This is an optimization exercise on Yosys and OpenROAD, whose aim is small area, a short achievable clock period and few clock cycles per item, not a production implementation. RTL that was checked went through simulation tests only; none was proved equivalent to the original. No activity file was given, so power comes from the tool's default toggle rates.

== oak ==
// ahb3_tile
module ahb3_tile (
  input  logic                clk,
  input  logic                arst_n_i,
  input  logic                hsel_i,
  input  logic [31:0]         haddr_i,
  input  logic                hwrite_i,
  input  logic [2:0]          hsize_i,
  input  logic [1:0]          htrans_i,
  input  logic [31:0]         hwdata_i,
  output logic [31:0]         hrdata_o,
  output logic                hready_o,
  output logic                hresp_o
);
Size in the first run: roughly 15000 cells after synthesis, roughly 8300 flip-flops, about 110 I/O pins, roughly 0.29 mm² of cells after synthesis.
clock: 7.0 ns
lec_check: 0
cap_margin: 20
core_margin: 2
core_utilization: 65
place_density: 0.75
setup_slack_margin: 3.8
slew_margin: 20
synth_hierarchical: 1
synth_memory_max_bits: 16384
standard.sh (not shown) runs the stock make flow with config.mk's settings and CLKGATE_MAP_FILE= SYNTH_SCRIPT=/design/flow/synth_recipe.tcl, a recipe that flattens the netlist after the stock synthesis.
==> flow/flow/run.sh <==
#!/bin/bash
# The standard layout (standard.sh), with three changes:
#  - the port buffers are plain buffers instead of delay cells,
#  - repair may swap a cell for one of another footprint (so a slow buffer
#    can become a fast one),
#  - clock tree leaves drive larger clusters, and no dummy loads are added.
# Each ORFS step keeps its own log under orfs/logs/; make's output is in
# flow.log.
set -euo pipefail
bash standard.sh \
  BUFFER_PORTS_ARGS="-buffer_cell sky130_fd_sc_hd__buf_4" \
  MATCH_CELL_FOOTPRINT=0 \
  CTS_ARGS="-sink_clustering_enable -repair_clock_nets -dont_use_dummy_load -sink_clustering_size 25 -sink_clustering_max_diameter 70" \
  finish > flow.log 2>&1
In oak the implementation completed, yet the final layout does not meet the checks, the culprit being max-slew violations.
Testbench counts of oak, summed over its fixed seeds: cycles 26,056, transfers 26,048.
Here is what was changed in the inputs of pine compared with oak.
Settings: a change of CORE_UTILIZATION from 65 to 50; a deleted PLACE_DENSITY that had been 0.75; a change of SETUP_SLACK_MARGIN from 3.8 to 3.5.
==> notes.md <==
In summary, pine completed successfully, with a layout that passed the timing, DRC and antenna checks.
In pine, core utilization is lower than in oak.
Changes observed in pine relative to oak: detailed-route via count lower, clock skew rose 0.018 ns, power increased by 2100 µW relative to the old numbers, share of total power in combinational logic shows no meaningful change, met1 track demand over resource shrank by 7.8 points.
Setup slack of the most critical reg-to-reg path in pine vs oak: down 0.16 ns
Side by side, cell-internal power turned out higher in pine than in oak.
Cell area grows slightly when moving from oak to pine.

ahb3_tile, a different RTL version from the one above (not shown whole).
For scale: roughly 8,400 flip-flops.
Settings: LEC_CHECK=0, CAP_MARGIN=20, CORE_MARGIN=2, CORE_UTILIZATION=70, GPL_ROUTABILITY_DRIVEN=0, PLACE_DENSITY=0.78, SETUP_SLACK_MARGIN=4.0, SLEW_MARGIN=20, SYNTH_HIERARCHICAL=1, SYNTH_MEMORY_MAX_BITS=16384; clock period 7.0 ns.
==> flow/flow/run.sh <==
#!/bin/bash
# The standard layout (standard.sh), with three changes:
#  - the port buffers are plain buffers instead of delay cells,
#  - repair may swap a cell for one of another footprint (so a slow buffer
#    can become a fast one),
#  - clock tree leaves drive larger clusters, and no dummy loads are added.
# Each ORFS step keeps its own log under orfs/logs/; make's output is in
# flow.log.
set -euo pipefail
bash standard.sh \
  BUFFER_PORTS_ARGS="-buffer_cell sky130_fd_sc_hd__buf_4" \
  MATCH_CELL_FOOTPRINT=0 \
  CTS_ARGS="-sink_clustering_enable -repair_clock_nets -dont_use_dummy_load -sink_clustering_size 16 -sink_clustering_max_diameter 45 -sink_clustering_buffer sky130_fd_sc_hd__clkbuf_8" \
  finish > flow.log 2>&1
Testbench counts at the start, summed over its fixed seeds: cycles 26,056, transfers 26,048.
==> next run, changes <==
CORE_UTILIZATION = 72   (was 70)
PLACE_DENSITY = 0.8   (was 0.78)
The changed run finished with timing, DRC and antenna clean.
Global-route usage came out higher by 1.1 points.
Wire length drops by 0.50%.
Die area came out lower by 2.8%.
Final cell count came out lower by 0.80%.
Non-clock buffer count rises by 21.
==> next run, changes <==
CORE_UTILIZATION = 75   (was 72)
PLACE_DENSITY = 0.82   (was 0.8)
After rerunning:
- The new run finished with timing, DRC and antenna clean
- sequential share of layout area came out lower by 0.18 points
- power hardly moves
- clock power stays flat
==> next run, changes <==
CORE_UTILIZATION = 66   (was 75)
PLACE_DENSITY = 0.74   (was 0.82)
Outcome: Count of clock-buffer cells in the layout is higher by 20; synthesized area stays the same; final cell count went up by about 2.8%.

the previous run:
ahb3_tile, a different RTL version from the one above (not shown whole).
For scale: roughly 16,000 cells after synthesis, about 110 I/O pins, ~300,000 um^2 of cells after synthesis.
## ahb3_tile
module ahb3_tile (
  input  logic                clk,
  input  logic                arst_n_i,
  input  logic                hsel_i,
  input  logic [31:0]         haddr_i,
  input  logic                hwrite_i,
  input  logic [2:0]          hsize_i,
  input  logic [1:0]          htrans_i,
  input  logic [31:0]         hwdata_i,
  output logic [31:0]         hrdata_o,
  output logic                hready_o,
  output logic                hresp_o
);
  ahb3_pkg::ahb3_req_t req_i;
  assign req_i.hsel   = hsel_i;
  assign req_i.haddr  = haddr_i;
  assign req_i.hwrite = hwrite_i;
  assign req_i.hsize  = ahb3_pkg::hsize_e'(hsize_i);
  assign req_i.htrans = ahb3_pkg::htrans_e'(htrans_i);
  logic            accept;
  logic            sel_dm;
  logic            sel_boot;
  ahb3_pkg::word_t rdata;
  ahb3_pkg::word_t boot_rdata;
  ahb3_interconnect u_bus (
    .clk       (clk),
    .arst_n_i  (arst_n_i),
    .m_req_i   (req_i),
    .accept_o  (accept),
    .sel_dm_o  (sel_dm),
    .sel_boot_o(sel_boot),
    .hready_o  (hready_o),
    .hresp_o   (hresp_o)
  );
  ahb3_sram_sp u_ram (
    .clk      (clk),
    .arst_n_i (arst_n_i),
    .wr_take_i(accept && sel_dm && hwrite_i),
    .haddr_i  (req_i.haddr),
    .hsize_i  (req_i.hsize),
    .hwdata_i (hwdata_i),
    .ovr_i    (sel_boot),
    .ovr_data_i(boot_rdata),
    .rdata_o  (rdata)
  );
  ahb3_bootrom u_bootrom (
    .idx_i  (haddr_i[4:2]),
    .rdata_o(boot_rdata)
  );
  assign hrdata_o = rdata;
endmodule
clock: 7.0 ns
lec_check: 0
cap_margin: 20
core_margin: 2
core_utilization: 72
gpl_routability_driven: 0
place_density: 0.8
setup_slack_margin: 4.0
slew_margin: 20
synth_hierarchical: 1
synth_memory_max_bits: 16384
Scripts as last shown in full above: flow/flow/run.sh
Changes in the current run relative to the previous run:
- PLACE_DENSITY now 0.82, was 0.8
- CORE_UTILIZATION now 75, was 72
[summary]
Lower largest stage delay on the critical path among the previous run and the current run: the current run. The final reports for the current run and the previous run show die width lower in the former. Setup slack in the current run is smaller than in the previous run. Summary of the current run over the previous run: fraction of final layout cells with drive strength greater than 1 up 0.26 points; non-clock buffer count up 21.
Function was not checked in any run of this note: the RTL went through the layout flow alone.

before:
ahb3_tile, a different RTL version from the one above (not shown whole).
For scale: ~16000 cells after synthesis, roughly 8400 flip-flops, about 110 I/O pins, roughly 300000 um2 of cells after synthesis.
clock: 7.0 ns
lec_check: 0
cap_margin: 20
core_margin: 2
core_utilization: 80
gpl_routability_driven: 0
place_density: 0.86
setup_slack_margin: 4.0
slew_margin: 20
synth_hierarchical: 1
synth_memory_max_bits: 16384
==> flow/flow/run.sh <==
#!/bin/bash
# The standard layout (standard.sh), with three changes:
#  - the port buffers are plain buffers instead of delay cells,
#  - repair may swap a cell for one of another footprint (so a slow buffer
#    can become a fast one),
#  - clock tree leaves drive larger clusters, and no dummy loads are added.
# Each ORFS step keeps its own log under orfs/logs/; make's output is in
# flow.log.
set -euo pipefail
bash standard.sh \
  BUFFER_PORTS_ARGS="-buffer_cell sky130_fd_sc_hd__buf_4" \
  MATCH_CELL_FOOTPRINT=0 \
  CTS_ARGS="-sink_clustering_enable -repair_clock_nets -dont_use_dummy_load -sink_clustering_size 22 -sink_clustering_max_diameter 60" \
  finish > flow.log 2>&1
before went all the way through synthesis, placement and routing and the layout is clean on timing, DRC and antenna.
Testbench counts of before, summed over its fixed seeds: cycles 26,056, transfers 26,048.
--- input diff before..after ---
- PLACE_DENSITY now 0.82, was 0.86
- CORE_UTILIZATION now 75, was 80
- SETUP_SLACK_MARGIN now 4.5, was 4.0
### Flow results
On clock power, after and before are basically level. For before, the classification of the worst setup path was in2reg, unlike after, where it was reg2out. Changes observed in after relative to before: core region area went up, final-layout non-clock buffer area share went up, summed instance area of the synthesized netlist did not really move. The launching element of the worst setup path comes out haddr_i[4] in one run and u_ram.half_n_q[11]$_DFF_P_ in the other, namely in before and after respectively.

## static timing again, ports no longer ideal
No port has a modelled driver above. Below, the same layouts with a new extraction and two added sets of constraints.
Step 1 sets driving cells, clkbuf_16 on the clock port and buf_2 on the other inputs (assumed; they add their load-dependent delay and slew).
Step 2 adds t to the input delays and takes it off the output delays; t is the mean of the earliest and latest rising clock arrival at the registers after step 1. Input paths then give back, and output paths get back, about the clock's delay inside the block.
Three values: no drivers, after step 1, after step 2; two values: the first two.
run | shift t [ns] | setup WS [ns] | cell pins on the clock port's net
oak | 1.126 | 3.515 / 3.241 / 2.115 | 1
pine | 1.146 | 3.300 / 3.086 / 1.941 | 1
the first run of note 2 | 1.149 | 3.794 / 3.629 / 2.480 | 1
the second run of note 2 | 1.170 | 3.796 / 3.582 / 2.412 | 1
the third run of note 2 | 1.169 | 3.735 / 3.566 / 2.397 | 1
the fourth run of note 2 | 1.177 | 3.730 / 3.658 / 2.537 | 1
the previous run | 1.167 | 3.811 / 3.551 / 2.383 | 1
the current run | 1.175 | 3.758 / 3.467 / 2.292 | 1
before | 1.153 | 3.327 / 2.998 / 1.844 | 1
after | 1.159 | 3.769 / 3.415 / 2.256 | 1
The setup slack of after, which loses most, moves by -0.354 ns with the drivers and by -1.513 ns with both steps.
